Background: an optimization exercise with open tools, aiming at small area. Do not read the settings as production practice. RTL that was checked went through simulation tests only; none was proved equivalent to the original. No activity file was given, so power comes from the tool's default toggle rates.

==> pepper: inputs <==
## io_memory_bridge
module io_memory_bridge (
    input  logic                             clock,
    input  logic                             reset,
    input  logic [iomem_pkg::ADDR_W-1:0]     wb_adr_i,
    input  logic [3:0]                       wb_sel_i,
    input  logic                             wb_we_i,
    input  logic                             wb_cyc_i,
    input  logic                             wb_stb_i,
    input  logic [iomem_pkg::DATA_W-1:0]     wb_dat_i,
    output logic                             wb_ack_o,
    output logic [iomem_pkg::DATA_W-1:0]     wb_dat_o,
    output logic [iomem_pkg::ADDR_W-1:0]     mem_addr_o,
    output logic [iomem_pkg::DATA_W-1:0]     mem_data_o,
    output logic [iomem_pkg::NUM_BANKS-1:0]  mem_we_o,
    output logic                             mem_gl_en_o,
    input  logic [iomem_pkg::DATA_W-1:0]     mem_rdata_i,
    input  logic [iomem_pkg::HALF_W-1:0]     arq_n_i,
    output logic [iomem_pkg::HALF_W-1:0]     tx_len_o,
    output logic [iomem_pkg::HALF_W-1:0]     total_packets_o
);
==> flow/config.mk <==
export PLATFORM = sky130hd
export DESIGN_NAME = io_memory_bridge
export DESIGN_NICKNAME = io_memory_bridge
export VERILOG_FILES = /design/flow/design.v
export SDC_FILE = /design/flow/constraint.sdc
export NUM_CORES = 4
export LEC_CHECK = 0
export CAP_MARGIN = 20
export CORE_MARGIN = 2
export CORE_UTILIZATION = 40
export GPL_TIMING_DRIVEN = 0
export PLACE_DENSITY = 0.8
export SLEW_MARGIN = 20
export SYNTH_HIERARCHICAL = 1
==> flow/constraint.sdc <==
create_clock -name core_clock -period 7.5 [get_ports {clock}]
set_input_delay 1.5000 -clock core_clock [delete_from_list [all_inputs] [get_ports {clock}]]
set_output_delay 1.5000 -clock core_clock [all_outputs]
set_load 0.01 [all_outputs]
standard.sh (not shown) runs the stock make flow with config.mk's settings and CLKGATE_MAP_FILE= SYNTH_SCRIPT=/design/flow/synth_recipe.tcl, a recipe that flattens the netlist after the stock synthesis.
==> flow/flow/run.sh <==
#!/bin/bash
# The standard layout, with the port buffers made from the smallest buffer
# cell and a clock tree without dummy loads. ORFS writes each step's log
# under orfs/logs; make's own output goes to make.log.
set -euo pipefail
bash standard.sh "BUFFER_PORTS_ARGS=-buffer_cell sky130_fd_sc_hd__buf_1" \
    "CTS_ARGS=-sink_clustering_enable -repair_clock_nets -dont_use_dummy_load -root_buf sky130_fd_sc_hd__clkbuf_8 -buf_list sky130_fd_sc_hd__clkbuf_4" \
    finish > make.log 2>&1
==> inputs of fjord, as changes to pepper <==
==> flow/flow/run.sh (replaced) <==
#!/bin/bash
# The standard layout, with the port buffers made from the smallest buffer
# cell and a clock tree without dummy loads. ORFS writes each step's log
# under orfs/logs; make's own output goes to make.log.
set -euo pipefail
bash standard.sh "BUFFER_PORTS_ARGS=-buffer_cell sky130_fd_sc_hd__buf_1" \
    "CTS_ARGS=-sink_clustering_enable -repair_clock_nets -dont_use_dummy_load -buf_list sky130_fd_sc_hd__clkbuf_16 -sink_clustering_size 60 -sink_clustering_max_diameter 300 -sink_clustering_levels 1" \
    finish > make.log 2>&1
--- a/flow/config.mk
+++ b/flow/config.mk
@@ -10,5 +10,4 @@
 export CORE_UTILIZATION = 40
 export GPL_TIMING_DRIVEN = 0
-export PLACE_DENSITY = 0.8
 export SLEW_MARGIN = 20
 export SYNTH_HIERARCHICAL = 1
==> comparison <==
Of fjord and pepper, fjord has the higher power (gap 27%, measured against pepper).
Critical path depth: pepper is lower than fjord (3).
In final cell count, fjord and pepper hardly differ.
Flip-flop and latch count is the same in fjord and pepper.
Between fjord and pepper, the lower clock power is in pepper (gap 100%, measured against pepper).
Of fjord and pepper, pepper has the higher worst hold slack (gap 33 ps).
In fjord the via count is lower than in pepper, by about 3.4%.
Area after synthesis is the same in fjord and pepper.
Of pepper and fjord, fjord has the higher global-route usage (gap 0.63 points).
Between pepper and fjord, the lower non-clock buffer count is in fjord (gap 2).
==> figures <==
item                                                                fjord          pepper
Met2 wirelength from detailed routing                             15.2 mm         15.2 mm
Clock insertion delay at the later pin of the skew report          410 ps          430 ps
Highest achievable clock rate                                     141 MHz         141 MHz
Proportion of power drawn by the clock network                      42.7%           26.9%
Final non-clock buffer share                                        9.86%           10.1%
Hold Crit Endpoint                                                bank[0]         bank[2]
Routed wirelength normalized by instance count                    17.4 µm         17.0 µm
Length of routed wiring on met1                                   15.3 mm         13.5 mm
Total sequential power                                         0.000663 W      0.000661 W
Transition time at the pin with the least slew margin              965 ps          929 ps
Combinational gate power                                       0.000220 W      0.000224 W
RePlAce Congestion                                                  0.858           0.931
Count of nets after finishing                                        1748            1750
Vias after detailed routing                                          9529            9868
Pwr dens                                                       117 mW/mm²     93.6 mW/mm²
Status                                                     finished clean  finished clean
Worst VDD drop                                                   0.109 mV       0.0870 mV
Total area of multi-input combinational cells                 0.00813 mm²     0.00814 mm²
Setup ws final                                                     394 ps          386 ps
Portion of total power attributed to combinational logic            14.3%           18.5%
Slack of the worst reg-to-reg path                                 870 ps          800 ps
Met1 Resource Use GR                                                32.1%           29.1%

---

==> inputs of v2 <==
Another version of the RTL of io_memory_bridge (not shown whole).
export LEC_CHECK = 0
export CAP_MARGIN = 20
export CORE_MARGIN = 2
export CORE_UTILIZATION = 40
export GPL_TIMING_DRIVEN = 0
export PLACE_DENSITY = 0.8
export SLEW_MARGIN = 20
export SYNTH_HIERARCHICAL = 1
create_clock -name core_clock -period 7.5 [get_ports {clock}]
==> flow/flow/run.sh <==
#!/bin/bash
# The standard layout, with the port buffers made from the smallest buffer
# cell and a clock tree without dummy loads. ORFS writes each step's log
# under orfs/logs; make's own output goes to make.log.
set -euo pipefail
bash standard.sh "BUFFER_PORTS_ARGS=-buffer_cell sky130_fd_sc_hd__buf_1" \
    "CTS_ARGS=-sink_clustering_enable -repair_clock_nets -dont_use_dummy_load -root_buf sky130_fd_sc_hd__clkbuf_8 -buf_list sky130_fd_sc_hd__clkbuf_4" \
    finish > make.log 2>&1
==> inputs of v3, as changes to v2 <==
- PLACE_DENSITY: 0.8 -> 0.9
==> summary.txt <==
Met1 WL - 13600 µm
Status - timing/DRC/antenna clean
Share of cells above drive strength 1 - 11.3%
Non-clock buffer total of the final layout - 307
Final WL - 34500 µm
CP Capture Point - mem_addr_o[17]
First-pass GRT wire length - 53100 µm
Final Core Density - 47.3%
Source of the figures above: v3

==> summary.txt <==
Non-clock buffer total of the final layout - 311
Status - timing/DRC/antenna clean
Met1 WL - 13600 µm
Post-synth EDFFs - 32
CP Capture Point - offset[29]$_DFF_P_
Share of cells above drive strength 1 - 11.6%
First-pass GRT wire length - 51700 µm
Count of multi-input gates - 1046
Source of the figures above: v2


---

==> v25 <==
io_memory_bridge, a different RTL version from the one above (not shown whole).
Design io_memory_bridge, start of the top module:
module io_memory_bridge (
    input  logic                             clock,
    input  logic                             reset,
    input  logic [iomem_pkg::ADDR_W-1:0]     wb_adr_i,
    input  logic [3:0]                       wb_sel_i,
    input  logic                             wb_we_i,
    input  logic                             wb_cyc_i,
    input  logic                             wb_stb_i,
    input  logic [iomem_pkg::DATA_W-1:0]     wb_dat_i,
    output logic                             wb_ack_o,
    output logic [iomem_pkg::DATA_W-1:0]     wb_dat_o,
    output logic [iomem_pkg::ADDR_W-1:0]     mem_addr_o,
    output logic [iomem_pkg::DATA_W-1:0]     mem_data_o,
    output logic [iomem_pkg::NUM_BANKS-1:0]  mem_we_o,
    output logic                             mem_gl_en_o,
    input  logic [iomem_pkg::DATA_W-1:0]     mem_rdata_i,
    input  logic [iomem_pkg::HALF_W-1:0]     arq_n_i,
    output logic [iomem_pkg::HALF_W-1:0]     tx_len_o,
    output logic [iomem_pkg::HALF_W-1:0]     total_packets_o
);
clock: 7.5 ns
lec_check: 0
cap_margin: 20
core_margin: 2
core_utilization: 40
gpl_timing_driven: 0
slew_margin: 20
synth_hierarchical: 1
==> flow/flow/run.sh <==
#!/bin/bash
# The standard layout, with the port buffers made from the smallest buffer
# cell. ORFS writes each step's log under orfs/logs; make's own output goes
# to make.log.
set -euo pipefail
bash standard.sh "BUFFER_PORTS_ARGS=-buffer_cell sky130_fd_sc_hd__buf_1" finish > make.log 2>&1
==> v37 (differences from v25) <==
==> flow/flow/run.sh (replaced) <==
#!/bin/bash
# The standard layout, with the port buffers made from the smallest buffer
# cell and a clock tree without dummy loads. ORFS writes each step's log
# under orfs/logs; make's own output goes to make.log.
set -euo pipefail
bash standard.sh "BUFFER_PORTS_ARGS=-buffer_cell sky130_fd_sc_hd__buf_1" \
    "CTS_ARGS=-sink_clustering_enable -repair_clock_nets -dont_use_dummy_load" \
    finish > make.log 2>&1
==> summary of the runs <==
v37 finished clean. v25 produced a clean layout. Sequential share of layout area: v37 is higher than v25 (0.31 points). Maximum frequency is about the same in v25 and v37. In v37 the total power is smaller than in v25, by about 11%. Of v37 and v25, v25 has the higher count of clock-buffer cells in the layout (gap 3).

---

==> inputs of build 78 <==
Another version of the RTL of io_memory_bridge (not shown whole).
Settings: LEC_CHECK=0, CAP_MARGIN=20, CORE_MARGIN=2, CORE_UTILIZATION=40, GPL_TIMING_DRIVEN=1, PLACE_DENSITY=0.8, SLEW_MARGIN=20, SYNTH_HIERARCHICAL=1; clock period 7.5 ns.
==> flow/flow/run.sh <==
#!/bin/bash
# The standard layout, with the port buffers made from the smallest buffer
# cell and a clock tree without dummy loads. ORFS writes each step's log
# under orfs/logs; make's own output goes to make.log.
set -euo pipefail
bash standard.sh "BUFFER_PORTS_ARGS=-buffer_cell sky130_fd_sc_hd__buf_1" \
    "CTS_ARGS=-sink_clustering_enable -repair_clock_nets -dont_use_dummy_load -root_buf sky130_fd_sc_hd__clkbuf_8 -buf_list sky130_fd_sc_hd__clkbuf_4" \
    finish > make.log 2>&1
==> trial 98 (differences from build 78) <==
--- a/flow/design.v
+++ b/flow/design.v
@@ -753,72 +753,72 @@
     iomem_c12 u_m320 (m319, m312, m320);
     iomem_c7 u_m321 (offset[8], m320, m321);
     iomem_c12 u_m322 (m319, offset[8], m322);
     iomem_c12 u_m323 (m322, m312, m323);
     iomem_c7 u_m324 (offset[9], m323, m324);
     iomem_c12 u_m325 (m322, offset[9], m325);
     iomem_c12 u_m326 (m325, m312, m326);
     iomem_c7 u_m327 (offset[10], m326, m327);
-    iomem_c12 u_m328 (m325, offset[10], m328);
-    iomem_c12 u_m329 (m328, m312, m329);
-    iomem_c7 u_m330 (offset[11], m329, m330);
-    iomem_c13 u_m331 (offset[11], m329, m331);
-    iomem_c7 u_m332 (offset[12], m331, m332);
-    iomem_c8 u_m333 (offset[11], offset[12], m333);
-    iomem_c4 u_m334 (m333, m329, m334);
+    iomem_c13 u_m328 (offset[10], m326, m328);
+    iomem_c7 u_m329 (offset[11], m328, m329);
+    iomem_c8 u_m330 (offset[10], offset[11], m330);
+    iomem_c4 u_m331 (m330, m326, m331);
+    iomem_c5 u_m332 (offset[12], m331, m332);
+    iomem_c12 u_m333 (m330, offset[12], m333);
+    iomem_c4 u_m334 (m333, m326, m334);
     iomem_c5 u_m335 (offset[13], m334, m335);
     iomem_c12 u_m336 (m333, offset[13], m336);
-    iomem_c4 u_m337 (m336, m329, m337);
+    iomem_c4 u_m337 (m336, m326, m337);
     iomem_c5 u_m338 (offset[14], m337, m338);
     iomem_c12 u_m339 (m336, offset[14], m339);
-    iomem_c4 u_m340 (m339, m329, m340);
+    iomem_c4 u_m340 (m339, m326, m340);
     iomem_c5 u_m341 (offset[15], m340, m341);
-    iomem_c12 u_m342 (m339, offset[15], m342);
-    iomem_c4 u_m343 (m342, m329, m343);
-    iomem_c5 u_m344 (offset[16], m343, m344);
-    iomem_c12 u_m345 (m342, offset[16], m345);
-    iomem_c4 u_m346 (m345, m329, m346);
-    iomem_c5 u_m347 (offset[17], m346, m347);
-    iomem_c8 u_m348 (offset[17], m346, m348);
+    iomem_c8 u_m342 (offset[15], m340, m342);
+    iomem_c7 u_m343 (offset[16], m342, m343);
+    iomem_c8 u_m344 (offset[15], offset[16], m344);
+    iomem_c12 u_m345 (m344, m340, m345);
+    iomem_c7 u_m346 (offset[17], m345, m346);
+    iomem_c12 u_m347 (m344, offset[17], m347);
+    iomem_c12 u_m348 (m347, m340, m348);
     iomem_c7 u_m349 (offset[18], m348, m349);
-    iomem_c8 u_m350 (offset[17], offset[18], m350);
-    iomem_c12 u_m351 (m350, m346, m351);
+    iomem_c12 u_m350 (m347, offset[18], m350);
+    iomem_c12 u_m351 (m350, m340, m351);
     iomem_c7 u_m352 (offset[19], m351, m352);
     iomem_c12 u_m353 (m350, offset[19], m353);
-    iomem_c12 u_m354 (m353, m346, m354);
+    iomem_c12 u_m354 (m353, m340, m354);
     iomem_c7 u_m355 (offset[20], m354, m355);
-    iomem_c12 u_m356 (m353, offset[20], m356);
-    iomem_c12 u_m357 (m356, m346, m357);
-    iomem_c7 u_m358 (offset[21], m357, m358);
-    iomem_c12 u_m359 (m356, offset[21], m359);
-    iomem_c12 u_m360 (m359, m346, m360);
-    iomem_c7 u_m361 (offset[22], m360, m361);
-    iomem_c12 u_m362 (m359, offset[22], m362);
-    iomem_c12 u_m363 (m362, m346, m363);
-    iomem_c7 u_m364 (offset[23], m363, m364);
-    iomem_c13 u_m365 (offset[23], m363, m365);
-    iomem_c7 u_m366 (offset[24], m365, m366);
-    iomem_c8 u_m367 (offset[23], offset[24], m367);
-    iomem_c4 u_m368 (m367, m363, m368);
+    iomem_c13 u_m356 (offset[20], m354, m356);
+    iomem_c7 u_m357 (offset[21], m356, m357);
+    iomem_c8 u_m358 (offset[20], offset[21], m358);
+    iomem_c4 u_m359 (m358, m354, m359);
+    iomem_c5 u_m360 (offset[22], m359, m360);
+    iomem_c12 u_m361 (m358, offset[22], m361);
+    iomem_c4 u_m362 (m361, m354, m362);
+    iomem_c5 u_m363 (offset[23], m362, m363);
+    iomem_c12 u_m364 (m361, offset[23], m364);
+    iomem_c4 u_m365 (m364, m354, m365);
+    iomem_c5 u_m366 (offset[24], m365, m366);
+    iomem_c12 u_m367 (m364, offset[24], m367);
+    iomem_c4 u_m368 (m367, m354, m368);
     iomem_c5 u_m369 (offset[25], m368, m369);
-    iomem_c12 u_m370 (m367, offset[25], m370);
-    iomem_c4 u_m371 (m370, m363, m371);
-    iomem_c5 u_m372 (offset[26], m371, m372);
-    iomem_c12 u_m373 (m370, offset[26], m373);
-    iomem_c4 u_m374 (m373, m363, m374);
-    iomem_c5 u_m375 (offset[27], m374, m375);
-    iomem_c12 u_m376 (m373, offset[27], m376);
-    iomem_c4 u_m377 (m376, m363, m377);
-    iomem_c5 u_m378 (offset[28], m377, m378);
-    iomem_c12 u_m379 (m376, offset[28], m379);
-    iomem_c4 u_m380 (m379, m363, m380);
-    iomem_c5 u_m381 (offset[29], m380, m381);
-    iomem_c8 u_m382 (offset[29], m380, m382);
-    assign off_bias = {m381, m378, m375, m372, m369, m366, m364, m361, m358, m355, m352, m349, m347, m344, m341, m338, m335, m332, m330, m327, m324, m321, m318, m315, m313, m311, m309, m307, ~offset[1], offset[0]};
+    iomem_c8 u_m370 (offset[25], m368, m370);
+    iomem_c7 u_m371 (offset[26], m370, m371);
+    iomem_c8 u_m372 (offset[25], offset[26], m372);
+    iomem_c12 u_m373 (m372, m368, m373);
+    iomem_c7 u_m374 (offset[27], m373, m374);
+    iomem_c12 u_m375 (m372, offset[27], m375);
+    iomem_c12 u_m376 (m375, m368, m376);
+    iomem_c7 u_m377 (offset[28], m376, m377);
+    iomem_c12 u_m378 (m375, offset[28], m378);
+    iomem_c12 u_m379 (m378, m368, m379);
+    iomem_c7 u_m380 (offset[29], m379, m380);
+    iomem_c12 u_m381 (m378, offset[29], m381);
+    iomem_c12 u_m382 (m381, m368, m382);
+    assign off_bias = {m380, m377, m374, m371, m369, m366, m363, m360, m357, m355, m352, m349, m346, m343, m341, m338, m335, m332, m329, m327, m324, m321, m318, m315, m313, m311, m309, m307, ~offset[1], offset[0]};
     logic [31:0] add_x;
     logic [26:0] add_y;
     logic [31:0] add_s;
     logic m383;
     logic m384;
     logic m385;
     logic m386;
     logic m387;
==> flow/config.mk (replaced) <==
export PLATFORM = sky130hd
export DESIGN_NAME = io_memory_bridge
export DESIGN_NICKNAME = io_memory_bridge
export VERILOG_FILES = /design/flow/design.v
export SDC_FILE = /design/flow/constraint.sdc
export NUM_CORES = 4
export LEC_CHECK = 0
export CAP_MARGIN = 20
export CORE_MARGIN = 2
export CORE_UTILIZATION = 40
export GPL_TIMING_DRIVEN = 0
export PLACE_DENSITY = 0.8
export SLEW_MARGIN = 20
export SYNTH_HIERARCHICAL = 1
==> qor summary <==
metric                                                                                      build 78                 trial 98
Share of synthesized area spent on multiplexers                                               12.55%                   12.55%
Tightest Pin Transition                                                                     1.140 ns                 1.105 ns
Power of the combinational group                                                            0.215 mW                 0.220 mW
Share of the core filled with cells                                                           46.13%                   47.02%
Share of synthesized cell area in full adder, half adder and majority cells                   16.90%                   16.91%
Launching instance or port of the critical path                                            offset[5]              wb_adr_i[3]
First-pass GRT wire length                                                                  50830 um                 51230 um
Gr usage total                                                                                22.85%                   22.83%
Die area                                                                                  28580 um^2               28570 um^2
Clk network pwr share                                                                          27.6%                    26.7%
Met1 demand-to-capacity share in global routing                                               27.60%                   27.33%
Layout net count                                                                                1680                     1715
Resize count post-CTS                                                                              0                        5
Clock group                                                                                 0.334 mW                 0.320 mW
Average via count per standard cell                                                            5.334                    5.358
Synthesized net count                                                                           1435                     1434
Status                                                                       complete, no violations  complete, no violations
For build 78, only the layout was checked, not whether the RTL still works.

separate check: timing with driven ports:
The results above use ideal ports. As a check the final layouts listed here were re-extracted and re-timed, cells and wires unchanged. Step 1, drivers: a clkbuf_16 drives clock and a buf_2 each remaining input, both assumed. Step 2 moves the port delays by t, midway between the first and last clock arrival at a register: inputs arrive t later, outputs are due t later. That takes back most of the time a late clock gives input paths. Slacks: ideal / step 1 / step 2; pairs: ideal / step 1.
run	t (ns)	slack for setup (ns)	pins driven straight from the clock port
pepper	0.454	0.386 / 0.363 / -0.043	1
fjord	0.455	0.394 / 0.346 / 0.054	1
v2	0.466	0.327 / 0.350 / -0.115	1
v3	0.454	0.209 / 0.157 / -0.199	1
v25	0.476	0.292 / 0.266 / -0.030	1
v37	0.457	0.292 / 0.267 / -0.048	1
build 78	0.453	0.488 / 0.446 / 0.088	1
trial 98	0.451	0.297 / 0.272 / -0.055	1
With both steps, setup timing fails in 6 of these runs, where it was met with ideal ports. For v2, which loses most, drivers alone change the setup slack by +0.023 ns; drivers and shift together by -0.442 ns.
